This design comes from an exercise in tuning for small area, a short achievable clock period and few clock cycles per item on the open sky130 flow, not from production work.
Where RTL was checked, it was by simulation tests only, not by an equivalence proof against the original.
Function not checked in runs 2 to 5: the RTL went through the layout flow alone.
Power is estimated from default activity; no workload was simulated.

### design.v
`default_nettype none
package kmpss_pkg;
	localparam int unsigned MAX_PATTERN_DEF    = 64;
	localparam int unsigned POSITION_WIDTH_DEF = 32;
	localparam logic [1:0] STAT_BUSY     = 2'd0;
	localparam logic [1:0] STAT_FOUND    = 2'd1;
	localparam logic [1:0] STAT_NOTFOUND = 2'd2;
	localparam logic [1:0] STAT_OVERFLOW = 2'd3;
	localparam logic [1:0] SRCH_FRESH    = 2'd3;
endpackage
`default_nettype wire
`default_nettype none
module kmp_substring_search_core #(
	parameter int unsigned MAX_PATTERN    = kmpss_pkg::MAX_PATTERN_DEF,
	parameter int unsigned POSITION_WIDTH = kmpss_pkg::POSITION_WIDTH_DEF
) (
	input  wire logic        clk,
	input  wire logic        arst_n,
	input  wire logic        s_tvalid,
	output logic             s_tready,
	input  wire logic [7:0]  s_tdata,   
	input  wire logic [1:0]  s_tuser,   
	input  wire logic        s_tlast,
	output logic             m_tvalid,
	input  wire logic        m_tready,
	output logic [39:0]      m_tdata    
);
	localparam int unsigned N  = MAX_PATTERN;   
	localparam int unsigned AW = $clog2(N);
	localparam int unsigned LW = $clog2(N + 1);
	localparam int unsigned PW = POSITION_WIDTH;
	logic          iv_q;
	logic          ifunc_q;
	logic          ifirst_q;
	logic          ilast_q;
	logic [7:0]    ibyte_q;
	logic          eql_q;       
	logic          rdy_q;
	logic          en_q;        
	logic [8*N-1:0] r_q;         
	logic [N-1:0]   a_q;
	logic [AW-1:0]  z_q;         
	logic [AW-1:0]  w_q;         
	logic [7:0]     plast_q;     
	logic [LW-1:0]  len_q;
	logic [1:0]     st_q;
	logic [PW-1:0]  d_q;
	logic          ov_q;
	logic [1:0]    ostat_q;
	logic          o2v_q;
	logic [1:0]    o2stat_q;
	logic [PW-1:0] pos_q;       
	logic          rs;
	logic [1:0]    s_eff;
	logic          nzero;
	logic          full;
	logic          wr;
	logic [N-1:0]  eqp;
	logic [N-1:0]  inj;
	logic [N-1:0]  selw;
	logic          mprev;
	logic          found;
	logic [1:0]    res;
	logic          en;
	logic          acc;
	logic          pop;
	logic [N-1:0]  a_n;
	logic [8*N-1:0] r_n;
	logic [AW-1:0] z_n;
	logic [AW-1:0] w_n;
	logic [7:0]    plast_n;
	logic          iv_n;
	logic          ifunc_n;
	logic          ifirst_n;
	logic [1:0]    st_n;
	logic          ov_n;
	logic [1:0]    ostat_n;
	logic          o2v_n;
	logic [1:0]    o2stat_n;
	logic          en_n;
	logic          fp_n;
	logic          fresh_n;
	logic          wait_n;
	logic [LW-1:0] len_n;
	logic [PW-1:0] d_n;
	always_comb begin
		en    = en_q;
		rs    = ifirst_q || (st_q == kmpss_pkg::SRCH_FRESH);
		s_eff = rs ? kmpss_pkg::STAT_BUSY : st_q;
		nzero = ifirst_q || (len_q == '0);
		full  = !ifirst_q && (len_q == LW'(N));
		wr    = en && !ifunc_q && !full;
		for (int i = 0; i < N; i++) begin
			eqp[i]  = (ibyte_q == r_q[8*i +: 8]);
			inj[i]  = (z_q == AW'(i));
			selw[i] = (w_q == AW'(i));
		end
		mprev = 1'b0;
		for (int i = 0; i < N; i++) begin
			mprev = mprev || (selw[i] && a_q[(i + N - 2) % N]);
		end
		found = ((len_q == LW'(1)) || (mprev && !rs)) && eql_q;
		for (int i = 0; i < N; i++) begin
			if (en && ifunc_q) begin
				a_n[i] = (inj[(i + 1) % N] || (a_q[i] && !rs)) && eqp[(i + 1) % N];
			end else begin
				a_n[i] = a_q[(i + 1) % N];
			end
		end
		r_n = {r_q[7:0], r_q[8*N-1:8]};
		if (wr) begin
			r_n[8*N-1 -: 8] = ibyte_q;
		end
		z_n     = (wr && nzero) ? AW'(N - 1) : z_q - AW'(1);
		w_n     = wr ? '0 : w_q - AW'(1);
		plast_n = wr ? ibyte_q : plast_q;
		if (!ifunc_q) begin
			res = full ? kmpss_pkg::STAT_OVERFLOW : kmpss_pkg::STAT_BUSY;
			st_n = kmpss_pkg::SRCH_FRESH;
		end else begin
			if (s_eff != kmpss_pkg::STAT_BUSY) begin
				res = s_eff;
			end else if (len_q == '0 || found) begin
				res = kmpss_pkg::STAT_FOUND;
			end else if (ilast_q) begin
				res = kmpss_pkg::STAT_NOTFOUND;
			end else begin
				res = kmpss_pkg::STAT_BUSY;
			end
			st_n = res;
		end
		acc = s_tvalid && rdy_q;
		pop = ov_q && m_tready;
		if (!en) begin
			st_n = st_q;
		end
		ov_n     = ov_q;
		ostat_n  = ostat_q;
		o2v_n    = o2v_q;
		o2stat_n = o2stat_q;
		if (pop || !ov_q) begin
			if (o2v_q) begin
				ov_n    = 1'b1;
				ostat_n = o2stat_q;
				o2v_n   = 1'b0;
			end else begin
				ov_n = en;
				if (en) begin
					ostat_n = res;
				end
			end
		end else if (en) begin
			o2v_n    = 1'b1;
			o2stat_n = res;
		end
		len_n = len_q;
		if (wr) begin
			len_n = nzero ? LW'(1) : len_q + LW'(1);
		end
		d_n = d_q;
		if (en && ifunc_q && s_eff == kmpss_pkg::STAT_BUSY) begin
			if (len_q == '0) begin
				d_n = '0;
			end else if (rs) begin
				d_n = PW'(1) - PW'(len_q);
			end else begin
				d_n = d_q + PW'(1);
			end
		end
		fp_n = (ov_n && ostat_n == kmpss_pkg::STAT_FOUND) ||
		       (o2v_n && o2stat_n == kmpss_pkg::STAT_FOUND);
		fresh_n  = en ? !ifunc_q : (st_q == kmpss_pkg::SRCH_FRESH);
		iv_n     = acc || (iv_q && !en);
		ifunc_n  = acc ? s_tuser[0] : ifunc_q;
		ifirst_n = acc ? s_tuser[1] : ifirst_q;
		wait_n = !ifunc_n && !ifirst_n && (len_n != '0) && (len_n != LW'(N)) &&
		         (w_n != '0);
		en_n = iv_n && !o2v_n && !wait_n &&
		       !(ifunc_n && (ifirst_n || fresh_n) && fp_n);
	end
	always_ff @(posedge clk or negedge arst_n) begin
		if (!arst_n) begin
			iv_q   <= 1'b0;
			rdy_q  <= 1'b0;
			ov_q   <= 1'b0;
			o2v_q  <= 1'b0;
			st_q   <= kmpss_pkg::SRCH_FRESH;
			len_q  <= '0;
			en_q   <= 1'b0;
		end else begin
			iv_q  <= iv_n;
			rdy_q <= !iv_n || en_n;
			ov_q  <= ov_n;
			o2v_q <= o2v_n;
			st_q  <= st_n;
			len_q <= len_n;
			en_q  <= en_n;
		end
	end
	always_ff @(posedge clk) begin
		if (acc) begin
			ifunc_q  <= s_tuser[0];
			ifirst_q <= s_tuser[1];
			ilast_q  <= s_tlast;
			ibyte_q  <= s_tdata;
			eql_q    <= (s_tdata == plast_n);
		end
		ostat_q  <= ostat_n;
		o2stat_q <= o2stat_n;
		pos_q    <= (ostat_n == kmpss_pkg::STAT_FOUND) ? d_n : '0;
		d_q      <= d_n;
		r_q      <= r_n;
		a_q      <= a_n;
		z_q      <= z_n;
		w_q      <= w_n;
		plast_q  <= plast_n;
	end
	assign s_tready = rdy_q;
	assign m_tvalid = ov_q;
	assign m_tdata  = {6'b0, pos_q, ostat_q};
endmodule
`default_nettype wire
### run.sh
#!/bin/bash
# synth_recipe.tcl (not shown) runs the flow's synth.tcl, then flattens the netlist and writes it again
# the make line also repeats each setting of config.mk as NAME=value (left out here)
make -C /OpenROAD-flow-scripts/flow DESIGN_CONFIG=/design/flow/config.mk WORK_HOME=/design/flow/orfs CLKGATE_MAP_FILE= SYNTH_SCRIPT=/design/flow/synth_recipe.tcl finish
### config.mk
export PLATFORM = sky130hd
export DESIGN_NAME = kmp_substring_search_core
export DESIGN_NICKNAME = kmp_substring_search_core
export VERILOG_FILES = /design/flow/design.v
export SDC_FILE = /design/flow/constraint.sdc
export NUM_CORES = 4
export LEC_CHECK = 0
export ABC_AREA = 1
export CAP_MARGIN = 20
export CORE_MARGIN = 2
export CORE_UTILIZATION = 65
export CTS_CLUSTER_DIAMETER = 100
export CTS_CLUSTER_SIZE = 28
export PLACE_DENSITY = 0.75
export SETUP_SLACK_MARGIN = 3.75
export SLEW_MARGIN = 20
export TNS_END_PERCENT = 25
### constraint.sdc
create_clock -name core_clock -period 6.0 [get_ports {clk}]
set_input_delay 1.2000 -clock core_clock [delete_from_list [all_inputs] [get_ports {clk}]]
set_output_delay 1.2000 -clock core_clock [all_outputs]
set_load 0.01 [all_outputs]
==> impl_metrics.json, run 1 <==
{
  "synth_flop_cell": "dfxtp_1",
  "p_sw_w": 0.00474,
  "maxCapViolCount": 0,
  "wl_per_cell_um": 21.7,
  "yosys-mux-area-fraction": 0,
  "start_kind": "register",
  "clockBufferDepth": 3,
  "crit_arrival_ns": 3.18,
  "hpwlAfterDp_um": 44500,
  "dr_total_vias": 20029,
  "fin_total_pwr_w": 0.0126,
  "die_w_um": 199,
  "p_clk_frac": 0.177,
  "start_util": 0.657,
  "p_int_w": 0.00784,
  "cts_made_buffers": 28,
  "netlist_instances": 2676,
  "finalSetupTns_ns": 0,
  "die_area_um2": 39500,
  "hold_path_class": "reg2reg",
  "synth-edff-count": 10,
  "mostFrequentLayoutCell": "dfxtp_1",
  "final-hold-violation-count": 0,
  "post-route-min-period_ns": 2.62,
  "synth_xor_area_frac": 0.0516,
  "critPathRequiredTime_ns": 6.55,
  "relSlewSlack": 0.320,
  "sequentialPowerShare": 0.497,
  "critPathMaxFanout": 25,
  "sw_frac_of_total": 0.377,
  "htreeDepth": 1,
  "cp_cell_sequence": "nand2_1 -> inv_4 -> nor2_4 -> nand2_1 -> nand2_2 -> nor2_4 -> inv_8 -> nor2_4 -> inv_2 -> nor2_4 -> buf_8 -> clkinvlp_4 -> o21a_1 -> nor2_2",
  "synthDistinctLibCells": 52,
  "power_frac_comb": 0.326,
  "synth_compound_area_frac": 0.172,
  "timing.final.crit_share": 0.437,
  "syn_avg_cell_area_um2": 9.21,
  "cts_sinks": 690,
  "portBuffers": 50,
  "cpPeakStageDelay_ns": 0.57,
  "overflow": 0,
  "ys.warnings.count": 1,
  "cp-end-kind": "register",
  "worst-path-buf-inv": 5,
  "worst_slew_pin_slew_ns": 1.02,
  "drive_gt1_frac": 0.106,
  "ant_nets": 0,
  "wl_um": 69900,
  "cts_root_buf": "clkbuf_16",
  "cp_common_cell": "nor2_4",
  "grt_pass1_wl_um": 106000,
  "clk_latency_ns": 0.61,
  "grt_setup_unrepaired": "yes",
  "grt_pass1_vias": 18875,
  "cts_tree": "yes",
  "vdd_drop_max_uv": 304,
  "antenna_found_initial": 0,
  "async_flop_share": 0.0203,
  "outcome": "timing/DRC/antenna clean",
  "power_density_nw_per_um2": 457,
  "avgViaCountPerCell": 6.21,
  "firstDrtPassIters": 5,
  "row_count": 71,
  "fin_skew_ns": 0.0341,
  "drc": 0,
  "yosys_register_bits": 690,
  "cp_slowest_cell": "dfstp_2",
  "path_class": "reg2reg",
  "syn_to_final_growth_pct": 11.7,
  "gp_congestion": 0.987,
  "die_y_um": 199,
  "setup-violations-final": 0,
  "crit_family": "simple AND/OR/NAND/NOR gates",
  "core-area_um2": 37500,
  "clkTransAtPathRegs_ns": 0.11,
  "max_freq_ghz": 0.381,
  "synth_adder_area_share": 0.00711,
  "maxSlewViolCount": 0,
  "antenna_cells": 0,
  "p_leak_nw": 10.3,
  "fin_nets": 2740,
  "syn-cell-area_um2": 24600,
  "ioPinCount": 57,
  "synthSimpleGateAreaFrac": 0.148,
  "final_cell_mix": "654 x dfxtp_1, 427 x nand2_1, 190 x nor2_1",
  "drt_iter0_markers": 2022,
  "synth_top_family_by_area": "compound AO/OA/AOI/OAI gates",
  "grt_usage": 0.346,
  "yosysSeqAreaShare": 0.568,
  "grt_max_degree": 68
}
-- path summary, 6_finish.rpt --
check | from | endpoint | slack [ns] | cells past startpoint
hold / removal | r_q[458] | r_q[450] | 0.35 | 0
min in group asynchronous | arst_n | len_q[6] | 0.99 | 1
setup / recovery | st_q[0] | pos_q[9] | 3.38 | 14
setup reg to reg | st_q[0] | pos_q[9] | 3.38 | 14
max in group asynchronous | arst_n | en_q | 4.52 | 1
hold reg to reg | r_q[458] | r_q[450] | 0.35 | 0
-- metrics by stage --
stage	hold slack [ns]	setup WS, ns	instance area, um^2	instances	utilization
6_report	0.352	3.38	27500	3225	0.734
5_1_grt	0.358	3.20	27500	3225	0.734
4_1_cts	0.355	3.43	27000	3206	0.720
3_5_place_dp	0.337	2.22	25400	3124	0.679
3_3_place_gp	0.336	2.45	25400	3124	0.679
2_1_floorplan	0.331	3.76	24700	2681	-
-- cell usage after synthesis (7+ instances only) --
| library cell | count | area share |
|---|---|---|
| nor2_1 | 223 | 0.034 |
| o41ai_1 | 43 | 0.015 |
| nor3_1 | 27 | 0.0055 |
| o2111ai_1 | 24 | 0.0085 |
| nand3_1 | 106 | 0.022 |
| a211oi_1 | 24 | 0.0073 |
| or2_2 | 13 | 0.0033 |
| xnor2_1 | 103 | 0.037 |
| o21a_1 | 7 | 0.0021 |
| inv_1 | 169 | 0.026 |
| xor2_1 | 42 | 0.015 |
| clkbuf_1 | 103 | 0.016 |
| a2111oi_0 | 16 | 0.0057 |
| a21oi_1 | 73 | 0.015 |
| o221ai_1 | 28 | 0.010 |
| edfxtp_1 | 10 | 0.012 |
| buf_1 | 25 | 0.0038 |
| nand4_1 | 36 | 0.0091 |
| o22ai_1 | 89 | 0.023 |
| o211ai_1 | 16 | 0.0049 |
| dfxtp_1 | 666 | 0.54 |
| nand2_1 | 448 | 0.068 |
| ha_1 | 14 | 0.0071 |
| o21ai_0 | 152 | 0.031 |
| a22oi_1 | 73 | 0.022 |
| dfrtp_1 | 12 | 0.012 |
| buf_4 | 11 | 0.0034 |
| nor2_2 | 7 | 0.0018 |
| a221oi_1 | 55 | 0.020 |
-- what timing repair did --
item,4_1_cts,5_1_grt
hold buffers,0,0
buffers inserted,43,17
pin swaps,34,45
setup endpoints to repair,200,162
resized for setup,163,99
cloned,6,2
-- power groups by stage --
stage,Combinational (W),Clock [W],Sequential (W)
global placement,0.00324,0,0.00627
floorplan,0.00236,0,0.00609
detailed placement,0.00331,0,0.00629
global route,0.00444,0.00240,0.00635
finish,0.00409,0.00223,0.00626
CTS,0.00375,0.00224,0.00621
-- layout make-up --
cell class                 instances  area (um^2)
multi-input combinational       1670        10000
fill                            2839         9970
sequential                       690        14000
clock inverter                     1         11.3
clock buffer                      32          737
inverter                         179          746
timing repair buffer             142         1350
tap                              511          639
-- metal layers --
metal | part of all wire | vias up | GRT usage | wire, um
li1 | - | 9326 | - | -
met1 | 0.43 | 9645 | 0.492 | 30100
met2 | 0.45 | 917 | 0.535 | 31300
met3 | 0.089 | 141 | 0.0605 | 6210
met4 | 0.033 | 0 | 0.116 | 2320
met5 | 0 | - | 0 | 0
-- logic make-up (layout without fill, tap and decap cells) --
group,after synthesis,count (layout)
adders and majority gates,14,14
other,1,6
AOI/OAI and AO/OA,624,624
xor gates and xnor gates,145,145
buffers and inverters,327,354
DFF,690,690
and+or+nand+nor,875,881
-- state kept, by name, indices dropped and copies added, names as in the netlist, 6 cells and up --
register / cells
len_q: 7
w_q: 6
plast_q: 8
d_q: 32
pos_q: 32
r_q: 512
ibyte_q: 8
z_q: 6
a_q: 64
Testbench counts, summed over its fixed seeds: cycles 25,255, items 25,187.
==> inputs of run 2 (changes only) <==
--- a/design.v
+++ b/design.v
@@ -7,5 +7,8 @@
 	localparam logic [1:0] STAT_NOTFOUND = 2'd2;
 	localparam logic [1:0] STAT_OVERFLOW = 2'd3;
-	localparam logic [1:0] SRCH_FRESH    = 2'd3;
+	localparam logic [1:0] SRCH_FRESH    = 2'd0;
+	localparam logic [1:0] SRCH_FOUND    = 2'd1;
+	localparam logic [1:0] SRCH_NOTFOUND = 2'd2;
+	localparam logic [1:0] SRCH_BUSY     = 2'd3;
 endpackage
 `default_nettype wire
@@ -52,5 +55,7 @@
 	logic [PW-1:0] pos_q;       
 	logic          rs;
-	logic [1:0]    s_eff;
+	logic          done;        
+	logic          grow;        
+	logic [PW-1:0] d_inc;
 	logic          nzero;
 	logic          full;
@@ -87,5 +92,6 @@
 		en    = en_q;
 		rs    = ifirst_q || (st_q == kmpss_pkg::SRCH_FRESH);
-		s_eff = rs ? kmpss_pkg::STAT_BUSY : st_q;
+		done  = !rs && (st_q == kmpss_pkg::SRCH_FOUND || st_q == kmpss_pkg::SRCH_NOTFOUND);
+		d_inc = d_q + PW'(1);
 		nzero = ifirst_q || (len_q == '0);
 		full  = !ifirst_q && (len_q == LW'(N));
@@ -119,6 +125,6 @@
 			st_n = kmpss_pkg::SRCH_FRESH;
 		end else begin
-			if (s_eff != kmpss_pkg::STAT_BUSY) begin
-				res = s_eff;
+			if (done) begin
+				res = st_q;   
 			end else if (len_q == '0 || found) begin
 				res = kmpss_pkg::STAT_FOUND;
@@ -128,5 +134,5 @@
 				res = kmpss_pkg::STAT_BUSY;
 			end
-			st_n = res;
+			st_n = (res == kmpss_pkg::STAT_BUSY) ? kmpss_pkg::SRCH_BUSY : res;
 		end
 		acc = s_tvalid && rdy_q;
@@ -158,6 +164,7 @@
 			len_n = nzero ? LW'(1) : len_q + LW'(1);
 		end
+		grow = en && ifunc_q && !done;
 		d_n = d_q;
-		if (en && ifunc_q && s_eff == kmpss_pkg::STAT_BUSY) begin
+		if (grow) begin
 			if (len_q == '0) begin
 				d_n = '0;
@@ -165,5 +172,5 @@
 				d_n = PW'(1) - PW'(len_q);
 			end else begin
-				d_n = d_q + PW'(1);
+				d_n = d_inc;
 			end
 		end
@@ -208,5 +215,13 @@
 		ostat_q  <= ostat_n;
 		o2stat_q <= o2stat_n;
-		pos_q    <= (ostat_n == kmpss_pkg::STAT_FOUND) ? d_n : '0;
+		if (ostat_n != kmpss_pkg::STAT_FOUND) begin
+			pos_q <= '0;
+		end else if (grow && (rs || len_q == '0)) begin
+			pos_q <= '0;
+		end else if (grow) begin
+			pos_q <= d_inc;
+		end else begin
+			pos_q <= d_q;
+		end
 		d_q      <= d_n;
 		r_q      <= r_n;
==> run 2 against run 1 <==
Net effect: via count increased by 0.54%; worst hold slack got worse by 0.0055 ns; clock power increased by 2%; setup slack got worse by 0.20 ns; synthesized area increased by 2.1%; sequential power increased by 5.0%; die area increased by 2.1%; register-to-register slack got worse by 0.20 ns; count of clock-buffer cells in the layout increased by 4; cell count about the same; clock skew decreased by 0.013 ns; routed wire length increased by 3.8%; critical path type unchanged; largest cell class unchanged; still clean on timing, DRC and antenna.
==> impl_metrics.json, run 2 <==
{
  "syn-cell-area_um2": 25200,
  "drive_gt1_frac": 0.104,
  "worst-path-buf-inv": 3,
  "worst_slew_pin_slew_ns": 1.09,
  "yosys-top-cells-count": "634 x dfxtp_1, 509 x nand2_1, 191 x nor2_1, 157 x inv_1, 131 x o21ai_0",
  "grt_usage": 0.345,
  "syn_to_final_growth_pct": 12.1,
  "yosysSeqAreaShare": 0.569,
  "top_register": "r_q",
  "syn_avg_cell_area_um2": 9.40,
  "cpPeakStageDelay_ns": 0.39,
  "wl_per_cell_um": 22.5,
  "grt_max_degree": 72,
  "power_density_nw_per_um2": 477,
  "worst_slack_ns": 3.18,
  "max_freq_ghz": 0.354,
  "largest_reg_flops": 512,
  "critPathMaxFanout": 7,
  "die_y_um": 201,
  "antenna_cells": 0,
  "cts_tree": "yes",
  "hpwlAfterDp_um": 44900,
  "hold_path_class": "reg2reg",
  "clkTransAtPathRegs_ns": 0.12,
  "ys.warnings.count": 1,
  "reg_top3": "r_q: 512 flops, a_q: 64 flops",
  "crit_family": "simple AND/OR/NAND/NOR gates",
  "final_cells": 3228,
  "synthDistinctLibCells": 56,
  "firstDrtPassIters": 5,
  "async_flop_share": 0.0203,
  "grt_setup_unrepaired": "yes",
  "vdd_drop_max_uv": 383,
  "cp_cell_sequence": "clkinvlp_4 -> ha_4 -> inv_1 -> nor2_1 -> nand2_1 -> nand2_1 -> nor2_1 -> nand3_1 -> nor2_2 -> nand3_2 -> nand2_2 -> nand2_2 -> nand2_2 -> nand2_1 -> nand2_1 -> nand3_1 -> nand2_1 -> nand2_1 -> nand2_2 -> nand2_8 -> o211ai_4 -> buf_12 -> nor2_2",
  "overflow": 0,
  "dr_total_vias": 20138,
  "cp_slowest_cell": "dfxtp_4",
  "synth_top_area_cell": "dfxtp_1",
  "final_cell_mix": "625 x dfxtp_1, 487 x nand2_1, 171 x nor2_1",
  "grt_pass1_vias": 19234,
  "maxCapViolCount": 0,
  "ioPinCount": 57,
  "path_class": "reg2reg",
  "holdCritStartpoint": "r_q[432]",
  "netlist_instances": 2676,
  "timing.final.crit_share": 0.470,
  "dp.cells": 3129,
  "drc": 0,
  "critPathRequiredTime_ns": 6.51,
  "clockBufferDepth": 3,
  "ant_nets": 0,
  "cp_common_cell": "nand2_1",
  "cts_hold_buf": 0,
  "synth-edff-count": 42,
  "die_w_um": 201,
  "avgViaCountPerCell": 6.24,
  "outcome": "timing/DRC/antenna clean",
  "die_area_um2": 40300,
  "final-hold-violation-count": 0,
  "crit_arrival_ns": 3.34,
  "start_util": 0.654,
  "synth_flop_cell": "dfxtp_1",
  "cts_sinks": 690,
  "portBuffers": 50,
  "start_kind": "register",
  "row_count": 72,
  "finalSetupTns_ns": 0,
  "fin_skew_ns": 0.0215,
  "htreeDepth": 1,
  "antenna_found_initial": 0,
  "wl_um": 72600,
  "setup.worst_path.start": "w_q[0]",
  "cp-end-kind": "register",
  "cts_made_buffers": 28,
  "clk_latency_ns": 0.62,
  "drt_iter0_markers": 2081,
  "synthDominantCellAreaShare": 0.504,
  "mostFrequentLayoutCell": "dfxtp_1",
  "gp_congestion": 0.970,
  "yosys_register_bits": 690,
  "reg2reg_from": "w_q[0]",
  "preCtsSetupSlack_ns": 2.47,
  "p_leak_nw": 10.7,
  "maxSlewViolCount": 0,
  "post-route-min-period_ns": 2.82,
  "cts_root_buf": "clkbuf_16",
  "netlist_top_cells_area": "dfxtp_1 50%, nand2_1 7.6%, edfxtp_1 5.0%",
  "setup-violations-final": 0,
  "relSlewSlack": 0.270,
  "synth.most_common_cell": "dfxtp_1",
  "core-area_um2": 38500,
  "grt_pass1_wl_um": 110000,
  "fin_nets": 2734
}
## run 2: cell count changes in the layout (fill, tap and decap cells not counted), sizes merged, moves of 12 or more
cell,change
xor2,+30
o2111ai,+12
inv,-12
a22oi,-21
nand2,+60
edfxtp,+32
dlygate4sd2,-36
o21ai,-21
dfxtp,-32
nand3,-29
buf,-12
clkdlybuf4s50,+35
nor2,-30
## run 2: logic make-up (layout without fill, tap and decap cells)
group / count (synthesis) / after routing / synth area share
buffers and inverters: 314 / 340 / 0.0496
other: 1 / 6 / 0.000149
adders and majority gates: 16 / 16 / 0.00796
xor gates and xnor gates: 178 / 178 / 0.0620
DFF: 690 / 690 / 0.569
AOI/OAI and AO/OA: 580 / 582 / 0.160
and+or+nand+nor: 896 / 897 / 0.152
muxes: 1 / 1 / 0.000398
## run 2: where the power goes
part	leakage [nW]	internal, W	switching (W)
Combinational	4.56	0.00163	0.00297
Clock	0.372	0.000888	0.00138
Sequential	5.76	0.00574	0.000830
Total	10.7	0.00826	0.00518
## run 2: per-layer routing
metal,vias up,share of wire,global-route usage
li1,9294,-,-
met1,9735,0.43,0.493
met2,972,0.45,0.553
met3,137,0.088,0.0414
met4,0,0.029,0.104
met5,-,0,0
## run 2: path summary, 6_finish.rpt
kind	endpoint	slack, ns	cells after the start
min in group asynchronous	len_q[6]	0.98	1
max reg2reg	pos_q[30]	3.18	23
min reg2reg	r_q[424]	0.35	0
max	pos_q[30]	3.18	23
min	r_q[424]	0.35	0
max in group asynchronous	len_q[4]	4.54	1
## run 2: stage by stage
step	utilization	hold slack (ns)	cell area (um^2)	power, W
CTS	0.719	0.342	27700	0.0130
detailed placement	0.675	0.337	26000	0.0103
floorplan	-	0.331	25200	0.00904
finish	0.733	0.347	28200	0.0134
global route	0.733	0.352	28200	0.0141
global placement	0.675	0.337	26000	0.0101
## run 2: area by class of cell
class	count	area, um^2
sequential	690	14300
clock buffer	36	752
multi-input combinational	1680	10100
clock inverter	1	11.3
inverter	167	743
tap	518	648
timing repair inverter	2	21.3
timing repair buffer	134	1560
fill	2800	10300
## run 2: what timing repair did
action,in CTS,in global routing
gates cloned,6,4
resized for setup,114,121
hold endpoints to repair,0,0
endpoints found under the setup margin,227,204
buffers inserted,45,7
pin swaps,31,8
## run 2: worst register-to-register path: stages, from the launching register on
cell	delay, ns
dfxtp_4	0.39
clkinvlp_4	0.14
ha_4	0.23
inv_1	0.10
nor2_1	0.08
nand2_1	0.06
nand2_1	0.05
nor2_1	0.11
nand3_1	0.12
nor2_2	0.11
nand3_2	0.14
nand2_2	0.09
nand2_2	0.05
nand2_2	0.08
nand2_1	0.06
nand2_1	0.07
nand3_1	0.07
nand2_1	0.10
nand2_1	0.07
nand2_2	0.11
nand2_8	0.11
o211ai_4	0.16
buf_12	0.18
nor2_2	0.04
==> inputs of run 3 (changes only) <==
--- a/design.v
+++ b/design.v
@@ -44,5 +44,5 @@
 	logic [N-1:0]   a_q;
 	logic [AW-1:0]  z_q;         
-	logic [AW-1:0]  w_q;         
+	logic [N-1:0]   w_q;         
 	logic [7:0]     plast_q;     
 	logic [LW-1:0]  len_q;
@@ -63,5 +63,4 @@
 	logic [N-1:0]  eqp;
 	logic [N-1:0]  inj;
-	logic [N-1:0]  selw;
 	logic          mprev;
 	logic          found;
@@ -73,5 +72,5 @@
 	logic [8*N-1:0] r_n;
 	logic [AW-1:0] z_n;
-	logic [AW-1:0] w_n;
+	logic [N-1:0]  w_n;
 	logic [7:0]    plast_n;
 	logic          iv_n;
@@ -100,9 +99,8 @@
 			eqp[i]  = (ibyte_q == r_q[8*i +: 8]);
 			inj[i]  = (z_q == AW'(i));
-			selw[i] = (w_q == AW'(i));
 		end
 		mprev = 1'b0;
 		for (int i = 0; i < N; i++) begin
-			mprev = mprev || (selw[i] && a_q[(i + N - 2) % N]);
+			mprev = mprev || (w_q[i] && a_q[(i + N - 2) % N]);
 		end
 		found = ((len_q == LW'(1)) || (mprev && !rs)) && eql_q;
@@ -119,5 +117,5 @@
 		end
 		z_n     = (wr && nzero) ? AW'(N - 1) : z_q - AW'(1);
-		w_n     = wr ? '0 : w_q - AW'(1);
+		w_n     = wr ? N'(1) : {w_q[0], w_q[N-1:1]};
 		plast_n = wr ? ibyte_q : plast_q;
 		if (!ifunc_q) begin
@@ -182,5 +180,5 @@
 		ifirst_n = acc ? s_tuser[1] : ifirst_q;
 		wait_n = !ifunc_n && !ifirst_n && (len_n != '0) && (len_n != LW'(N)) &&
-		         (w_n != '0);
+		         !w_n[0];
 		en_n = iv_n && !o2v_n && !wait_n &&
 		       !(ifunc_n && (ifirst_n || fresh_n) && fp_n);
==> run 3 against run 2 <==
Net effect: still clean on timing, DRC and antenna; sequential share of layout area up 1.8 points; routed wire length shrank 0.59%; die area grew 4.3%; via count grew 2.3%; cell area grew 4.2%; clock power up 7%; largest power group unchanged.
==> impl_metrics.json, run 3 <==
{
  "drt_iter0_markers": 2287,
  "synth_flop_cell": "dfxtp_1",
  "crit_arrival_ns": 3.20,
  "row_count": 73,
  "crit_family": "simple AND/OR/NAND/NOR gates",
  "fillers": 2863,
  "cts_made_buffers": 30,
  "drive_gt1_frac": 0.103,
  "cts_sinks": 748,
  "p_leak_nw": 11.5,
  "hold_path_class": "reg2reg",
  "dr_total_vias": 20593,
  "reg2reg_from": "len_q[1]",
  "yosys-top-cells-count": "692 x dfxtp_1, 541 x nand2_1, 221 x nor2_1, 179 x inv_1, 142 x o21ai_0",
  "final-hold-violation-count": 0,
  "reg_top3": "r_q: 512 flops, a_q: 64 flops, w_q: 64 flops",
  "post-route-min-period_ns": 2.63,
  "ant_nets": 0,
  "postLayoutCellArea_um2": 29400,
  "grt_pass1_vias": 19737,
  "cp-end-kind": "register",
  "final_cells": 3358,
  "cts_root_buf": "clkbuf_16",
  "start_util": 0.660,
  "portBuffers": 50,
  "holdCritStartpoint": "r_q[77]",
  "netlist_top_cells_area": "dfxtp_1 53%, nand2_1 7.7%, edfxtp_1 4.8%",
  "grt_max_degree": 81,
  "die_area_um2": 42000,
  "cts_tree": "yes",
  "ioPinCount": 57,
  "fin_nets": 2849,
  "min_to": "r_q[69]",
  "syn_to_final_growth_pct": 11.9,
  "maxCapViolCount": 0,
  "hold_path_depth": 0,
  "ys.warnings.count": 1,
  "drc": 0,
  "synth.most_common_cell": "dfxtp_1",
  "cp_cell_sequence": "inv_2 -> ha_4 -> inv_4 -> nor2_4 -> nand4_1 -> nand2_2 -> buf_12 -> buf_6 -> nor3_4 -> nand2_2 -> nor2_2 -> inv_1 -> nand2_1 -> a21oi_2 -> nor3_1 -> nand2_1 -> a21oi_1 -> nand2_1 -> nand2_1",
  "placed_area_um2": 27100,
  "cp_common_cell": "nand2_1",
  "synth-edff-count": 42,
  "dp.cells": 3231,
  "die_y_um": 205,
  "outcome": "timing/DRC/antenna clean",
  "wl_per_cell_um": 21.5,
  "antenna_found_initial": 1,
  "wl_um": 72100,
  "antenna_cells": 0,
  "core-area_um2": 39800,
  "multi_input_area_um2": 9870,
  "worst_slew_pin_slew_ns": 1.14,
  "clockBufferDepth": 3,
  "finalSetupTns_ns": 0,
  "firstDrtPassIters": 6,
  "synth_top_area_cell": "dfxtp_1",
  "yosys_register_bits": 748,
  "cpPeakStageDelay_ns": 0.41,
  "clk_latency_ns": 0.63,
  "maxSlewViolCount": 0,
  "mostFrequentLayoutCell": "dfxtp_1",
  "critPathRequiredTime_ns": 6.57,
  "vdd_drop_max_uv": 386,
  "htreeDepth": 1,
  "overflow": 0,
  "critPathMaxFanout": 6,
  "grt_setup_unrepaired": "yes",
  "worst-path-buf-inv": 5,
  "syn_avg_cell_area_um2": 9.49,
  "hpwlAfterDp_um": 42000,
  "syn-cell-area_um2": 26300,
  "grt_pass1_wl_um": 109000,
  "async_flop_share": 0.0187,
  "yosysSeqAreaShare": 0.589,
  "path_class": "reg2reg",
  "setup.worst_path.start": "len_q[1]",
  "final_cell_mix": "685 x dfxtp_1, 520 x nand2_1, 199 x nor2_1",
  "timing.final.crit_share": 0.439,
  "setup-violations-final": 0,
  "largest_reg_flops": 512,
  "relSlewSlack": 0.238,
  "gp_congestion": 0.877,
  "synthDominantCellAreaShare": 0.527,
  "start_kind": "register",
  "die_w_um": 205,
  "max_freq_ghz": 0.380,
  "reg2reg_to": "rdy_q",
  "top_register": "r_q",
  "grt_usage": 0.332,
  "post-route-util": 0.738,
  "netlist_instances": 2767,
  "avgViaCountPerCell": 6.13,
  "synthDistinctLibCells": 58,
  "power_density_nw_per_um2": 503,
  "fin_skew_ns": 0.0178,
  "ff_latch_area_um2": 15500,
  "clkTransAtPathRegs_ns": 0.11,
  "rr_worst_depth": 19,
  "reg2reg_slack_ns": 3.37,
  "cp_slowest_cell": "dfrtp_1",
  "fin_total_pwr_w": 0.0148
}
## run 3: cells by family (layout without fill, tap and decap cells)
group                      count (synthesis)  in the layout  synth area share
xor gates and xnor gates                 184            184            0.0614
adders and majority gates                 10             10           0.00476
muxes                                     10             10           0.00391
DFF                                      748            748             0.589
AOI/OAI and AO/OA                        565            565             0.146
and+or+nand+nor                          913            914             0.146
other                                      1              6          0.000143
buffers and inverters                    336            396            0.0493
## run 3: worst max-delay path by stage
stage | slack, ns | end | depth (start not counted)
2_1_floorplan | 3.73 | pos_q[29] | 7
3_3_place_gp | 2.48 | pos_q[27] | 7
3_5_place_dp | 2.78 | pos_q[29] | 8
4_1_cts | 3.58 | m_tdata[12] | 1
5_1_grt | 3.24 | rdy_q | 19
6_report | 3.37 | rdy_q | 19
## run 3: final cells by class
class / count / share of cell area
timing repair inverter: 1 / 0.000298
clock buffer: 40 / 0.0276
sequential: 748 / 0.527
multi-input combinational: 1689 / 0.336
clock inverter: 1 / 0.000298
tap: 525 / 0.0224
inverter: 189 / 0.0270
timing repair buffer: 165 / 0.0599
## run 3: through the flow
stage | hold slack (ns) | worst slack, ns
global route | 0.366 | 3.24
CTS | 0.356 | 3.58
global placement | 0.336 | 2.48
finish | 0.354 | 3.37
floorplan | 0.331 | 3.73
detailed placement | 0.336 | 2.78
## run 3: power by group
part	internal, W	total [W]	leakage, nW	switching [W]
sequential	0.00657	0.00769	6.26	0.00112
combinational	0.00186	0.00466	4.84	0.00280
clock	0.000952	0.00243	0.397	0.00148
## run 3: repair_timing
action / 4_1_cts / 5_1_grt
setup buffers: 52 / 23
gates resized for setup: 200 / 32
hold buffers: 0 / 0
hold endpoints to repair: 0 / 0
endpoints found under the setup margin: 193 / 129
cloned: 9 / 2
pin swaps: 30 / 20
## run 3: layer usage
layer	global-route usage	wire length (um)	vias to the layer above
met2	0.528	32600	1007
met5	0	0	-
met4	0.106	2190	0
li1	-	-	9469
met3	0.0597	6630	159
met1	0.461	30700	9958
## run 3: worst reg2reg max path, delay by kind of cell (launching register included)
family / cells / cell delay, ns
DFF: 1 / 0.41
adders and majority gates: 1 / 0.18
buffers and inverters: 5 / 0.50
AOI/OAI and AO/OA: 2 / 0.20
and+or+nand+nor: 11 / 1.31
==> inputs of run 4 (changes only) <==
--- a/design.v
+++ b/design.v
@@ -44,7 +44,10 @@
 	logic [N-1:0]   a_q;
 	logic [AW-1:0]  z_q;         
-	logic [N-1:0]   w_q;         
+	logic [AW-1:0]  w_q;         
 	logic [7:0]     plast_q;     
 	logic [LW-1:0]  len_q;
+	logic           lz_q;        
+	logic           l1_q;        
+	logic           lf_q;        
 	logic [1:0]     st_q;
 	logic [PW-1:0]  d_q;
@@ -63,4 +66,5 @@
 	logic [N-1:0]  eqp;
 	logic [N-1:0]  inj;
+	logic [N-1:0]  selw;
 	logic          mprev;
 	logic          found;
@@ -72,5 +76,5 @@
 	logic [8*N-1:0] r_n;
 	logic [AW-1:0] z_n;
-	logic [N-1:0]  w_n;
+	logic [AW-1:0] w_n;
 	logic [7:0]    plast_n;
 	logic          iv_n;
@@ -83,6 +87,8 @@
 	logic [1:0]    o2stat_n;
 	logic          en_n;
-	logic          fp_n;
-	logic          fresh_n;
+	logic          oload;
+	logic          lz_n;
+	logic          l1_n;
+	logic          lf_n;
 	logic          wait_n;
 	logic [LW-1:0] len_n;
@@ -93,16 +99,17 @@
 		done  = !rs && (st_q == kmpss_pkg::SRCH_FOUND || st_q == kmpss_pkg::SRCH_NOTFOUND);
 		d_inc = d_q + PW'(1);
-		nzero = ifirst_q || (len_q == '0);
-		full  = !ifirst_q && (len_q == LW'(N));
+		nzero = ifirst_q || lz_q;
+		full  = !ifirst_q && lf_q;
 		wr    = en && !ifunc_q && !full;
 		for (int i = 0; i < N; i++) begin
 			eqp[i]  = (ibyte_q == r_q[8*i +: 8]);
 			inj[i]  = (z_q == AW'(i));
+			selw[i] = (w_q == AW'(i));
 		end
 		mprev = 1'b0;
 		for (int i = 0; i < N; i++) begin
-			mprev = mprev || (w_q[i] && a_q[(i + N - 2) % N]);
-		end
-		found = ((len_q == LW'(1)) || (mprev && !rs)) && eql_q;
+			mprev = mprev || (selw[i] && a_q[(i + N - 2) % N]);
+		end
+		found = (l1_q || (mprev && !rs)) && eql_q;
 		for (int i = 0; i < N; i++) begin
 			if (en && ifunc_q) begin
@@ -117,5 +124,5 @@
 		end
 		z_n     = (wr && nzero) ? AW'(N - 1) : z_q - AW'(1);
-		w_n     = wr ? N'(1) : {w_q[0], w_q[N-1:1]};
+		w_n     = wr ? '0 : w_q - AW'(1);
 		plast_n = wr ? ibyte_q : plast_q;
 		if (!ifunc_q) begin
@@ -125,5 +132,5 @@
 			if (done) begin
 				res = st_q;   
-			end else if (len_q == '0 || found) begin
+			end else if (lz_q || found) begin
 				res = kmpss_pkg::STAT_FOUND;
 			end else if (ilast_q) begin
@@ -143,5 +150,6 @@
 		o2v_n    = o2v_q;
 		o2stat_n = o2stat_q;
-		if (pop || !ov_q) begin
+		oload = pop || !ov_q;
+		if (oload) begin
 			if (o2v_q) begin
 				ov_n    = 1'b1;
@@ -159,11 +167,17 @@
 		end
 		len_n = len_q;
+		lz_n  = lz_q;
+		l1_n  = l1_q;
+		lf_n  = lf_q;
 		if (wr) begin
 			len_n = nzero ? LW'(1) : len_q + LW'(1);
+			lz_n  = 1'b0;
+			l1_n  = nzero;
+			lf_n  = !nzero && (len_q == LW'(N - 1));
 		end
 		grow = en && ifunc_q && !done;
 		d_n = d_q;
 		if (grow) begin
-			if (len_q == '0) begin
+			if (lz_q) begin
 				d_n = '0;
 			end else if (rs) begin
@@ -173,14 +187,9 @@
 			end
 		end
-		fp_n = (ov_n && ostat_n == kmpss_pkg::STAT_FOUND) ||
-		       (o2v_n && o2stat_n == kmpss_pkg::STAT_FOUND);
-		fresh_n  = en ? !ifunc_q : (st_q == kmpss_pkg::SRCH_FRESH);
 		iv_n     = acc || (iv_q && !en);
 		ifunc_n  = acc ? s_tuser[0] : ifunc_q;
 		ifirst_n = acc ? s_tuser[1] : ifirst_q;
-		wait_n = !ifunc_n && !ifirst_n && (len_n != '0) && (len_n != LW'(N)) &&
-		         !w_n[0];
-		en_n = iv_n && !o2v_n && !wait_n &&
-		       !(ifunc_n && (ifirst_n || fresh_n) && fp_n);
+		wait_n = !ifunc_n && !ifirst_n && !lz_n && !lf_n && !wr && (w_q != AW'(1));
+		en_n = iv_n && !o2v_n && !wait_n;
 	end
 	always_ff @(posedge clk or negedge arst_n) begin
@@ -192,4 +201,7 @@
 			st_q   <= kmpss_pkg::SRCH_FRESH;
 			len_q  <= '0;
+			lz_q   <= 1'b1;
+			l1_q   <= 1'b0;
+			lf_q   <= 1'b0;
 			en_q   <= 1'b0;
 		end else begin
@@ -200,4 +212,7 @@
 			st_q  <= st_n;
 			len_q <= len_n;
+			lz_q  <= lz_n;
+			l1_q  <= l1_n;
+			lf_q  <= lf_n;
 			en_q  <= en_n;
 		end
@@ -213,12 +228,14 @@
 		ostat_q  <= ostat_n;
 		o2stat_q <= o2stat_n;
-		if (ostat_n != kmpss_pkg::STAT_FOUND) begin
-			pos_q <= '0;
-		end else if (grow && (rs || len_q == '0)) begin
-			pos_q <= '0;
-		end else if (grow) begin
-			pos_q <= d_inc;
-		end else begin
-			pos_q <= d_q;
+		if (oload) begin
+			if (ostat_n != kmpss_pkg::STAT_FOUND) begin
+				pos_q <= '0;
+			end else if (grow && (rs || lz_q)) begin
+				pos_q <= '0;
+			end else if (grow) begin
+				pos_q <= d_inc;
+			end else begin
+				pos_q <= d_q;
+			end
 		end
 		d_q      <= d_n;
--- a/config.mk
+++ b/config.mk
@@ -13,5 +13,4 @@
 export CTS_CLUSTER_SIZE = 28
 export PLACE_DENSITY = 0.75
-export SETUP_SLACK_MARGIN = 3.75
+export SETUP_SLACK_MARGIN = 3.6
 export SLEW_MARGIN = 20
-export TNS_END_PERCENT = 25
==> run 4 against run 3 <==
Net effect: clock power decreased by 7%; sequential share of layout area decreased by 0.73 points; sequential power decreased by 13%; still clean; highest routed layer unchanged; clock skew increased by 0.0035 ns; setup slack got worse by 0.24 ns; count of clock-buffer cells in the layout decreased by 3; synthesized area decreased by 2.0%.
==> impl_metrics.json, run 4 <==
{
  "max_freq_ghz": 0.348,
  "fin_nets": 2727,
  "portBuffers": 50,
  "final-hold-violation-count": 0,
  "cts_made_buffers": 28,
  "clockBufferDepth": 3,
  "htreeDepth": 1,
  "p_leak_nw": 10.6,
  "hpwlAfterDp_um": 47600,
  "cts_tree": "yes",
  "row_count": 72,
  "dp.cells": 3129,
  "synth-edff-count": 76,
  "post-route-min-period_ns": 2.87,
  "fillers": 2830,
  "grt_pass1_wl_um": 111000,
  "maxSlewViolCount": 0,
  "relSlewSlack": 0.424,
  "antenna_found_initial": 1,
  "syn_to_final_growth_pct": 10.4,
  "syn-cell-area_um2": 25700,
  "yosys_register_bits": 693,
  "ys.warnings.count": 1,
  "cp-end-kind": "register",
  "path_class": "reg2reg",
  "avgViaCountPerCell": 6.34,
  "yosys-top-cells-count": "600 x dfxtp_1, 491 x nand2_1, 165 x nor2_1, 165 x o21ai_0, 142 x inv_1",
  "drc": 0,
  "crit_arrival_ns": 3.24,
  "wl_um": 75200,
  "gp_congestion": 0.981,
  "worst_slew_pin_slew_ns": 0.861,
  "wl_per_cell_um": 23.3,
  "die_w_um": 203,
  "synth_flop_cell": "dfxtp_1",
  "overflow": 0,
  "cp_common_cell": "nand2_1",
  "timing.final.crit_share": 0.479,
  "grt_usage": 0.346,
  "synthDominantCellAreaShare": 0.467,
  "hold_path_class": "reg2reg",
  "vdd_drop_max_uv": 307,
  "core-area_um2": 38800,
  "top_register": "r_q",
  "drive_gt1_frac": 0.115,
  "outcome": "timing/DRC/antenna clean",
  "grt_max_degree": 78,
  "netlist_instances": 2675,
  "start_kind": "register",
  "mostFrequentLayoutCell": "dfxtp_1",
  "final_cells": 3223,
  "critPathRequiredTime_ns": 6.37,
  "yosysSeqAreaShare": 0.572,
  "drt_iter0_markers": 2319,
  "cts_root_buf": "clkbuf_16",
  "finalSetupTns_ns": 0,
  "start_util": 0.663,
  "crit_family": "simple AND/OR/NAND/NOR gates",
  "worst-path-buf-inv": 2,
  "clk_latency_ns": 0.62,
  "die_area_um2": 41200,
  "netlist_top_cells_area": "dfxtp_1 47%, edfxtp_1 8.9%, nand2_1 7.2%",
  "ant_nets": 0,
  "ioPinCount": 57,
  "final_cell_mix": "590 x dfxtp_1, 484 x nand2_1, 162 x o21ai_0",
  "synth.most_common_cell": "dfxtp_1",
  "antenna_cells": 0,
  "syn_avg_cell_area_um2": 9.62,
  "clkTransAtPathRegs_ns": 0.11,
  "synthDistinctLibCells": 62,
  "maxCapViolCount": 0,
  "largest_reg_flops": 512,
  "grt_setup_unrepaired": "yes",
  "synth_top_area_cell": "dfxtp_1",
  "cp_cell_sequence": "inv_4 -> ha_4 -> nand3_2 -> nor2_1 -> nor2_1 -> nand2_1 -> nor2_1 -> nand2_1 -> nor2_2 -> nand3_2 -> nand2_1 -> nand2_1 -> nand2_1 -> nand2_2 -> nand2_4 -> buf_4 -> nand3_4 -> nand3_4 -> nand2_8 -> nand2_8 -> nor3_2",
  "critPathMaxFanout": 8,
  "firstDrtPassIters": 6,
  "cpPeakStageDelay_ns": 0.41,
  "die_y_um": 203,
  "power_density_nw_per_um2": 468,
  "grt_pass1_vias": 19608,
  "holdWs_ns": 0.346,
  "cts_sinks": 693,
  "setup-violations-final": 0,
  "async_flop_share": 0.0245,
  "dr_total_vias": 20439,
  "fin_skew_ns": 0.0213,
  "reg_top3": "r_q: 512 flops, a_q: 64 flops",
  "cp_slowest_cell": "dfxtp_4"
}
run 4: cell types whose count changed after synthesis, sizes merged, moves of 7 or more:
| cell | previous run | this run |
|---|---|---|
| a21oi | 74 | 58 |
| o22ai | 70 | 89 |
| inv | 186 | 155 |
| nand2 | 543 | 495 |
| nand3 | 39 | 98 |
| o21ai | 148 | 168 |
| nor2 | 229 | 175 |
| or2 | 26 | 16 |
| xnor2 | 116 | 103 |
| a2111oi | 23 | 31 |
| nor3 | 26 | 55 |
| edfxtp | 42 | 76 |
| dfxtp | 692 | 600 |
| a221oi | 44 | 37 |
run 4: kinds of logic (layout without fill, tap and decap cells):
kind of cell | after synthesis | in the layout | share of synthesized area
AOI/OAI and AO/OA | 584 | 584 | 0.153
xor gates and xnor gates | 173 | 173 | 0.0589
adders and majority gates | 15 | 15 | 0.00729
buffers and inverters | 308 | 329 | 0.0488
DFF | 693 | 693 | 0.572
muxes | 4 | 4 | 0.00156
other | 1 | 6 | 0.000146
and+or+nand+nor | 897 | 901 | 0.158
run 4: worst paths after layout:
| path | slack, ns | depth (start not counted) | startpoint | to |
|---|---|---|---|---|
| min reg2reg | 0.35 | 0 | r_q[13] | r_q[5] |
| min in group asynchronous | 1.04 | 1 | arst_n | len_q[6] |
| max | 3.13 | 21 | w_q[1] | pos_q[18] |
| max in group asynchronous | 4.42 | 1 | arst_n | en_q |
| max reg2reg | 3.13 | 21 | w_q[1] | pos_q[18] |
| min | 0.35 | 0 | r_q[13] | r_q[5] |
run 4: through the flow:
stage               power (W)  cell area (um^2)  utilization  setup slack, ns
global placement       0.0101             26600        0.684             2.39
floorplan             0.00908             25800            -             3.23
detailed placement     0.0102             26600        0.684             2.31
global route           0.0139             28400        0.732             3.02
finish                 0.0133             28400        0.732             3.13
CTS                    0.0129             27900        0.718             3.27
run 4: layout make-up:
cell class	count	area (um^2)	share of cell area
clock buffers	37	756	0.0266
well taps	518	648	0.0228
repair buffers	132	1230	0.0432
flip-flops and latches	693	14800	0.519
multi-input cells	1683	10300	0.364
clock inverters	1	8.76	0.000308
repair inverters	3	22.5	0.000793
inverters	156	662	0.0233
run 4: routing by layer:
layer  GRT usage  share of wire
met1       0.448           0.39
met2       0.602           0.49
met3      0.0417          0.083
met4       0.121          0.037
met5           0              0
run 4: power by group:
group | internal (W) | switching, W | total [W] | leakage [nW]
clock | 0.000890 | 0.00137 | 0.00226 | 0.371
combinational | 0.00152 | 0.00280 | 0.00431 | 4.38
sequential | 0.00585 | 0.000862 | 0.00671 | 5.88
total | 0.00826 | 0.00503 | 0.0133 | 10.6
run 4: timing repair:
| item | CTS | global route |
|---|---|---|
| hold buffers | 0 | 0 |
| buffers inserted | 24 | 21 |
| gates cloned | 8 | 3 |
| pin swaps | 17 | 32 |
| setup endpoints to repair | 148 | 112 |
| gates resized for setup | 244 | 79 |
| endpoints found under the hold margin | 0 | 0 |
==> inputs of run 5 (changes only) <==
--- a/config.mk
+++ b/config.mk
@@ -13,4 +13,5 @@
 export CTS_CLUSTER_SIZE = 28
 export PLACE_DENSITY = 0.75
-export SETUP_SLACK_MARGIN = 3.6
+export SETUP_SLACK_MARGIN = 3.75
 export SLEW_MARGIN = 20
+export TNS_END_PERCENT = 25
==> run 5 against run 4 <==
Net effect: still clean on timing, DRC and antenna; sequential share of layout area is 0.14 points higher; power up 0.43%; cell count fell by 0.19%; critical path depth did not move; routed wire length down 2.7%; die area unchanged; cell area is 0.28% lower; synthesized cell count did not move; clock power barely moved; register-to-register slack gained 0.03 ns; sequential cell count did not move; sequential power is essentially flat; largest cell class unchanged; highest routed layer unchanged.
==> impl_metrics.json, run 5 <==
{
  "dr_total_vias": 20085,
  "die_y_um": 203,
  "finalSetupTns_ns": 0,
  "portBuffers": 50,
  "fin_skew_ns": 0.0154,
  "htreeDepth": 1,
  "fin_nets": 2722,
  "critPathRequiredTime_ns": 6.37,
  "grt_pass1_wl_um": 112000,
  "critPathMaxFanout": 8,
  "synth_top_area_cell": "dfxtp_1",
  "drc": 0,
  "yosys-top-cells-count": "600 x dfxtp_1, 491 x nand2_1, 165 x nor2_1, 165 x o21ai_0, 142 x inv_1",
  "start_kind": "register",
  "worst_slew_pin_slew_ns": 1.10,
  "synth-edff-count": 76,
  "drt_iter0_markers": 1826,
  "outcome": "timing/DRC/antenna clean",
  "synthDistinctLibCells": 62,
  "antenna_cells": 0,
  "synthDominantCellAreaShare": 0.467,
  "p_leak_nw": 10.6,
  "fillers": 2818,
  "cts_sinks": 693,
  "clockBufferDepth": 3,
  "hold_path_class": "reg2reg",
  "holdWs_ns": 0.351,
  "timing.final.crit_share": 0.474,
  "yosys_register_bits": 693,
  "multi_input_area_um2": 10200,
  "final_cell_mix": "590 x dfxtp_1, 481 x nand2_1, 163 x o21ai_0",
  "maxCapViolCount": 0,
  "fin_total_pwr_w": 0.0133,
  "grt_util_met1": 0.445,
  "largest_reg_flops": 512,
  "synth.most_common_cell": "dfxtp_1",
  "wl_per_cell_um": 22.7,
  "antenna_found_initial": 0,
  "syn_to_final_growth_pct": 10.1,
  "clk_latency_ns": 0.61,
  "path_class": "reg2reg",
  "overflow": 0,
  "cts_tree": "yes",
  "async_flop_share": 0.0245,
  "yosysSeqAreaShare": 0.572,
  "syn_avg_cell_area_um2": 9.62,
  "row_count": 72,
  "netlist_instances": 2675,
  "gp_congestion": 0.973,
  "synth_flop_cell": "dfxtp_1",
  "netlist_top_cells_area": "dfxtp_1 47%, edfxtp_1 8.9%, nand2_1 7.2%",
  "clkTransAtPathRegs_ns": 0.11,
  "hpwlAfterDp_um": 47500,
  "cp-end-kind": "register",
  "crit_arrival_ns": 3.21,
  "relSlewSlack": 0.266,
  "avgViaCountPerCell": 6.24,
  "syn-cell-area_um2": 25700,
  "core-area_um2": 38800,
  "use_met3": 0.0491,
  "grt_max_degree": 114,
  "max_freq_ghz": 0.351,
  "mostFrequentLayoutCell": "dfxtp_1",
  "reg_top3": "r_q: 512 flops, a_q: 64 flops",
  "drive_gt1_frac": 0.103,
  "setup-violations-final": 0,
  "post-route-min-period_ns": 2.85,
  "start_util": 0.663,
  "met2_usage": 0.599,
  "vdd_drop_max_uv": 321,
  "ys.warnings.count": 1,
  "power_density_nw_per_um2": 471,
  "firstDrtPassIters": 6,
  "maxSlewViolCount": 0,
  "ff_latch_area_um2": 14800,
  "die_area_um2": 41200,
  "top_register": "r_q",
  "ioPinCount": 57,
  "cts_root_buf": "clkbuf_16",
  "final-hold-violation-count": 0,
  "wl_um": 73100,
  "grt_setup_unrepaired": "yes",
  "die_w_um": 203,
  "grt_pass1_vias": 19552,
  "grt_usage": 0.351,
  "ant_nets": 0,
  "cts_made_buffers": 28,
  "busiest_layer": "met2"
}
[run 5: cell counts after synthesis]
No cell type changed its count.
[run 5: final cells by class]
type,count,area share
repair buffers,126,0.0446
repair inverters,3,0.000618
well taps,518,0.0229
flip-flops and latches,693,0.521
clock inverters,1,0.000309
inverters,156,0.0231
multi-input cells,1684,0.361
clock buffers,36,0.0265
[run 5: logic make-up (layout without fill, tap and decap cells)]
kind of cell	Yosys count	after routing	synth area share
other cells	1	6	0.000146
fa+ha+maj	15	15	0.00729
compound gates	584	584	0.153
simple gates	897	902	0.158
flops	693	693	0.572
buf+inv	308	322	0.0488
mux	4	4	0.00156
xor+xnor	173	173	0.0589
[run 5: repair_timing]
| item | in CTS | in global routing |
|---|---|---|
| pin swaps | 17 | 11 |
| endpoints found under the setup margin | 241 | 172 |
| cloned | 9 | 2 |
| resized for setup | 151 | 43 |
| setup buffers | 33 | 8 |
| hold buffers | 0 | 0 |
[run 5: final timing paths]
| path | startpoint | cells after the start | end | slack (ns) |
|---|---|---|---|---|
| worst max register to register | w_q[1] | 21 | pos_q[22] | 3.15 |
| worst min register to register | r_q[83] | 0 | r_q[75] | 0.35 |
| min in group asynchronous | arst_n | 1 | l1_q | 1.04 |
| worst max-delay path | w_q[1] | 21 | pos_q[22] | 3.15 |
| max in group asynchronous | arst_n | 1 | en_q | 4.42 |
| worst min-delay path | r_q[83] | 0 | r_q[75] | 0.35 |
[run 5: power breakdown]
part,switching [W],internal [W],total [W]
sequential,0.000838,0.00585,0.00669
clock,0.00135,0.000886,0.00223
combinational,0.00280,0.00163,0.00442
total,0.00498,0.00836,0.0133
[run 5: critical path, cell delays in order (launching register included)]
cell	delay [ns]
dfxtp_4	0.41
inv_4	0.06
ha_4	0.20
buf_4	0.14
nand3_1	0.07
nand2_1	0.07
o21ai_1	0.18
nand3_1	0.12
nor2_2	0.15
nand3_2	0.12
nand2_4	0.11
nand2_2	0.06
nand2_2	0.05
nand2_2	0.06
nand2_2	0.09
nand3_2	0.08
nand3_2	0.11
nand2_4	0.08
buf_12	0.15
nand3_4	0.10
buf_12	0.14
nor3_2	0.04
[run 5: routing by layer]
metal / up-vias / part of all wire
li1: 9316 / -
met1: 9711 / 0.40
met2: 859 / 0.48
met3: 199 / 0.072
met4: 0 / 0.045
met5: - / 0
[run 5: metrics by stage]
stage / instances / cell area (um^2) / utilization / setup WS, ns
2_1_floorplan: 2680 / 25800 / - / 3.23
3_3_place_gp: 3128 / 26500 / 0.683 / 2.38
3_5_place_dp: 3128 / 26500 / 0.683 / 2.28
4_1_cts: 3207 / 28200 / 0.725 / 3.29
5_1_grt: 3217 / 28300 / 0.730 / 3.04
6_report: 3217 / 28300 / 0.730 / 3.15
==> inputs of run 6 (changes only) <==
--- a/design.v
+++ b/design.v
@@ -31,4 +31,6 @@
 	localparam int unsigned N  = MAX_PATTERN;   
 	localparam int unsigned AW = $clog2(N);
+	localparam int unsigned NL = 8;            
+	localparam int unsigned NH = N / NL;
 	localparam int unsigned LW = $clog2(N + 1);
 	localparam int unsigned PW = POSITION_WIDTH;
@@ -44,5 +46,6 @@
 	logic [N-1:0]   a_q;
 	logic [AW-1:0]  z_q;         
-	logic [AW-1:0]  w_q;         
+	logic [NL-1:0]  wl_q;        
+	logic [NH-1:0]  wh_q;
 	logic [7:0]     plast_q;     
 	logic [LW-1:0]  len_q;
@@ -66,5 +69,5 @@
 	logic [N-1:0]  eqp;
 	logic [N-1:0]  inj;
-	logic [N-1:0]  selw;
+	logic [NH-1:0] mpart;
 	logic          mprev;
 	logic          found;
@@ -76,5 +79,6 @@
 	logic [8*N-1:0] r_n;
 	logic [AW-1:0] z_n;
-	logic [AW-1:0] w_n;
+	logic [NL-1:0] wl_n;
+	logic [NH-1:0] wh_n;
 	logic [7:0]    plast_n;
 	logic          iv_n;
@@ -105,10 +109,12 @@
 			eqp[i]  = (ibyte_q == r_q[8*i +: 8]);
 			inj[i]  = (z_q == AW'(i));
-			selw[i] = (w_q == AW'(i));
-		end
-		mprev = 1'b0;
-		for (int i = 0; i < N; i++) begin
-			mprev = mprev || (selw[i] && a_q[(i + N - 2) % N]);
-		end
+		end
+		for (int h = 0; h < NH; h++) begin
+			mpart[h] = 1'b0;
+			for (int l = 0; l < NL; l++) begin
+				mpart[h] = mpart[h] || (wl_q[l] && a_q[(NL * h + l + N - 2) % N]);
+			end
+		end
+		mprev = |(wh_q & mpart);
 		found = (l1_q || (mprev && !rs)) && eql_q;
 		for (int i = 0; i < N; i++) begin
@@ -124,5 +130,11 @@
 		end
 		z_n     = (wr && nzero) ? AW'(N - 1) : z_q - AW'(1);
-		w_n     = wr ? '0 : w_q - AW'(1);
+		if (wr) begin
+			wl_n = NL'(1);
+			wh_n = NH'(1);
+		end else begin
+			wl_n = {wl_q[0], wl_q[NL-1:1]};
+			wh_n = wl_q[0] ? {wh_q[0], wh_q[NH-1:1]} : wh_q;
+		end
 		plast_n = wr ? ibyte_q : plast_q;
 		if (!ifunc_q) begin
@@ -190,5 +202,5 @@
 		ifunc_n  = acc ? s_tuser[0] : ifunc_q;
 		ifirst_n = acc ? s_tuser[1] : ifirst_q;
-		wait_n = !ifunc_n && !ifirst_n && !lz_n && !lf_n && !wr && (w_q != AW'(1));
+		wait_n = !ifunc_n && !ifirst_n && !lz_n && !lf_n && !wr && !(wl_q[1] && wh_q[0]);
 		en_n = iv_n && !o2v_n && !wait_n;
 	end
@@ -243,5 +255,6 @@
 		a_q      <= a_n;
 		z_q      <= z_n;
-		w_q      <= w_n;
+		wl_q     <= wl_n;
+		wh_q     <= wh_n;
 		plast_q  <= plast_n;
 	end
--- a/config.mk
+++ b/config.mk
@@ -13,5 +13,4 @@
 export CTS_CLUSTER_SIZE = 28
 export PLACE_DENSITY = 0.75
-export SETUP_SLACK_MARGIN = 3.75
+export SETUP_SLACK_MARGIN = 3.6
 export SLEW_MARGIN = 20
-export TNS_END_PERCENT = 25
==> run 6 against run 5 <==
Net effect: combinational power shrank 16%; clock power grew 4%; core utilization shrank 0.73 points.
==> impl_metrics.json, run 6 <==
{
  "yosys_register_bits": 703,
  "grt_pass1_vias": 19195,
  "setup-violations-final": 0,
  "path_class": "reg2reg",
  "critPathRequiredTime_ns": 6.38,
  "clkTransAtPathRegs_ns": 0.11,
  "htreeDepth": 1,
  "yosysSeqAreaShare": 0.588,
  "syn-cell-area_um2": 25400,
  "p_leak_nw": 10.8,
  "post-route-min-period_ns": 2.63,
  "largest_reg_flops": 512,
  "grt_max_degree": 69,
  "cp_cell_sequence": "buf_4 -> nand2_1 -> nand2_1 -> nor2_2 -> nand2_1 -> nand2_1 -> nand2_1 -> nor2_1 -> nand2_1 -> nand2_2 -> nand2_2 -> nand2_1 -> nand2_1 -> nand2_2 -> nand3_2 -> nand2_2 -> nand2_2 -> nand2_4 -> nand2_8 -> nand3_4 -> nor2_2",
  "hold_path_class": "reg2reg",
  "fin_total_pwr_w": 0.0131,
  "die_y_um": 202,
  "grt_pass1_wl_um": 107000,
  "synthDominantCellAreaShare": 0.481,
  "syn_avg_cell_area_um2": 9.68,
  "worst_slew_pin_slew_ns": 0.881,
  "critPathMaxFanout": 8,
  "cts_root_buf": "clkbuf_16",
  "fin_nets": 2662,
  "ant_nets": 0,
  "grt_util_met1": 0.447,
  "synthDistinctLibCells": 57,
  "relSlewSlack": 0.411,
  "wl_per_cell_um": 21.9,
  "die_w_um": 202,
  "synth_top_area_cell": "dfxtp_1",
  "final-hold-violation-count": 0,
  "row_count": 72,
  "ys.warnings.count": 1,
  "crit_family": "simple AND/OR/NAND/NOR gates",
  "finalSetupTns_ns": 0,
  "cpPeakStageDelay_ns": 0.42,
  "ioPinCount": 57,
  "busiest_layer": "met2",
  "gp_congestion": 0.884,
  "vdd_drop_max_uv": 357,
  "firstDrtPassIters": 6,
  "cp_slowest_cell": "dfxtp_4",
  "cts_made_buffers": 29,
  "cts_tree": "yes",
  "netlist_top_cells_area": "dfxtp_1 48%, edfxtp_1 9.0%, nand2_1 8.2%",
  "timing.final.crit_share": 0.438,
  "start_util": 0.658,
  "start_kind": "register",
  "max_freq_ghz": 0.380,
  "top_register": "r_q",
  "power_density_nw_per_um2": 471,
  "met2_usage": 0.551,
  "syn_to_final_growth_pct": 9.70,
  "synth.most_common_cell": "dfxtp_1",
  "netlist_instances": 2622,
  "drive_gt1_frac": 0.101,
  "hpwlAfterDp_um": 41300,
  "clk_latency_ns": 0.62,
  "crit_arrival_ns": 3.01,
  "final_cell_mix": "599 x dfxtp_1, 539 x nand2_1, 149 x o21ai_0",
  "async_flop_share": 0.0242,
  "grt_usage": 0.334,
  "grt_setup_unrepaired": "yes",
  "reg_top3": "r_q: 512 flops, a_q: 64 flops",
  "worst-path-buf-inv": 1,
  "cp-end-kind": "register",
  "core-area_um2": 38600,
  "wl_um": 69200,
  "clockBufferDepth": 3,
  "die_area_um2": 40700,
  "maxCapViolCount": 0,
  "avgViaCountPerCell": 6.20,
  "drt_iter0_markers": 1990,
  "outcome": "timing/DRC/antenna clean",
  "fin_skew_ns": 0.0338,
  "portBuffers": 50,
  "fillers": 2935,
  "cts_sinks": 703,
  "antenna_found_initial": 1,
  "overflow": 0,
  "synth_flop_cell": "dfxtp_1",
  "cp_common_cell": "nand2_1",
  "use_met3": 0.0486,
  "mostFrequentLayoutCell": "dfxtp_1",
  "dr_total_vias": 19632,
  "drc": 0,
  "maxSlewViolCount": 0,
  "synth-edff-count": 76,
  "yosys-top-cells-count": "610 x dfxtp_1, 554 x nand2_1, 153 x nor2_1, 149 x o21ai_0, 131 x inv_1"
}
-- run 6: cell count changes after synthesis, sizes merged, moves of 15 or more --
cell     before  now
a2111oi      31    6
inv         155  136
nand2       495  556
nand3        98   61
nor3         55   10
o22ai        89   74
o41ai        30   46
-- run 6: metrics by stage --
step / setup WS (ns) / std cells / hold slack, ns / utilization / instance area [um^2]
6_report: 3.37 / 3164 / 0.356 / 0.722 / 27800
5_1_grt: 3.17 / 3163 / 0.366 / 0.722 / 27800
4_1_cts: 3.48 / 3153 / 0.355 / 0.713 / 27500
3_5_place_dp: 2.36 / 3066 / 0.335 / 0.679 / 26200
3_3_place_gp: 2.41 / 3066 / 0.338 / 0.679 / 26200
2_1_floorplan: 3.27 / 2627 / 0.331 / - / 25400
-- run 6: layout make-up --
class | count | area [um^2] | area share
Sequential cell | 703 | 15000 | 0.537
Inverter | 139 | 619 | 0.0222
Timing Repair Buffer | 125 | 1160 | 0.0417
Tap cell | 518 | 648 | 0.0233
Clock inverter | 2 | 38.8 | 0.00139
Clock buffer | 37 | 756 | 0.0271
Timing Repair inverter | 2 | 15.0 | 0.000539
Multi-Input combinational cell | 1637 | 9650 | 0.347
Antenna cell | 1 | 2.50 | 0.0000899
-- run 6: kinds of logic after synthesis --
logic type,after synthesis,synth area share
AND/OR/NAND/NOR,873,0.146
flip-flops,703,0.588
AO/OA/AOI/OAI,562,0.153
buffers and inverters,292,0.0454
XOR/XNOR,172,0.0593
adder cells (fa/ha/maj),10,0.00493
multiplexers,9,0.00355
other,1,0.000148
-- run 6: final timing paths --
kind	startpoint	to	slack (ns)	cells past startpoint
min reg2reg	r_q[236]	r_q[228]	0.36	0
max	wl_q[0]	pos_q[22]	3.37	21
max in group asynchronous	arst_n	len_q[4]	4.44	1
min in group asynchronous	arst_n	l1_q	1.05	1
max reg2reg	wl_q[0]	pos_q[22]	3.37	21
min	r_q[236]	r_q[228]	0.36	0
-- run 6: power breakdown --
part / switching, W / leakage [nW] / internal [W] / total (W)
Clock: 0.00141 / 0.383 / 0.000901 / 0.00231
Sequential: 0.000992 / 5.98 / 0.00609 / 0.00708
Combinational: 0.00236 / 4.42 / 0.00137 / 0.00373
Total: 0.00476 / 10.8 / 0.00836 / 0.0131
-- run 6: per-layer routing --
metal / up-vias / part of all wire
met2: 932 / 0.47
met1: 9429 / 0.40
met3: 190 / 0.085
li1: 9081 / -
met5: - / 0
met4: 0 / 0.039
-- run 6: repair_timing --
action                                 CTS  global route
hold buffers                             0             0
gates cloned                             9             0
endpoints found under the hold margin    0             0
gates resized for setup                223            76
setup buffers                           39            10
setup endpoints to repair              172            78
pin swaps                               18            22
-- run 6: worst reg2reg max path: stages (launching register included) --
cell     delay (ns)
dfxtp_4        0.42
buf_4          0.18
nand2_1        0.06
nand2_1        0.08
nor2_2         0.12
nand2_1        0.06
nand2_1        0.05
nand2_1        0.06
nor2_1         0.14
nand2_1        0.13
nand2_2        0.11
nand2_2        0.04
nand2_1        0.05
nand2_1        0.06
nand2_2        0.13
nand3_2        0.08
nand2_2        0.10
nand2_2        0.06
nand2_4        0.10
nand2_8        0.09
nand3_4        0.20
nor2_2         0.08
Testbench counts of run 6, summed over its fixed seeds: cycles 25,211, items 25,187.

## what the ideal ports hide
The flow's constraints put no driver on any port. The routed layouts listed below were extracted and timed again, unchanged, in two steps.
Step 1 assumes that a clkbuf_16 drives the clock port and a buf_2 every other input.
Step 2, shift: input delay + t, output delay - t, t = (earliest + latest rising clock arrival at the registers) / 2. This alone moves slack from input paths to output paths.
a / b / c = no drivers / after step 1 / after step 2; a / b = the first two.
run | t (ns) | setup slack, ns | worst hold slack (ns)
run 1 | 0.653 | 3.378 / 3.378 / 2.968 | 0.352 / 0.352 / 0.352
run 2 | 0.667 | 3.178 / 3.178 / 3.072 | 0.347 / 0.347 / 0.347
run 3 | 0.669 | 3.369 / 3.369 / 3.020 | 0.354 / 0.354 / 0.354
run 4 | 0.661 | 3.129 / 3.129 / 2.791 | 0.346 / 0.346 / 0.346
run 5 | 0.659 | 3.154 / 3.154 / 2.848 | 0.351 / 0.351 / 0.351
run 6 | 0.662 | 3.369 / 3.369 / 2.861 | 0.356 / 0.356 / 0.356
After both steps every run listed still meets setup and hold. For run 6, which loses most, drivers alone change the setup slack by 0.000 ns; drivers and shift together by -0.508 ns.
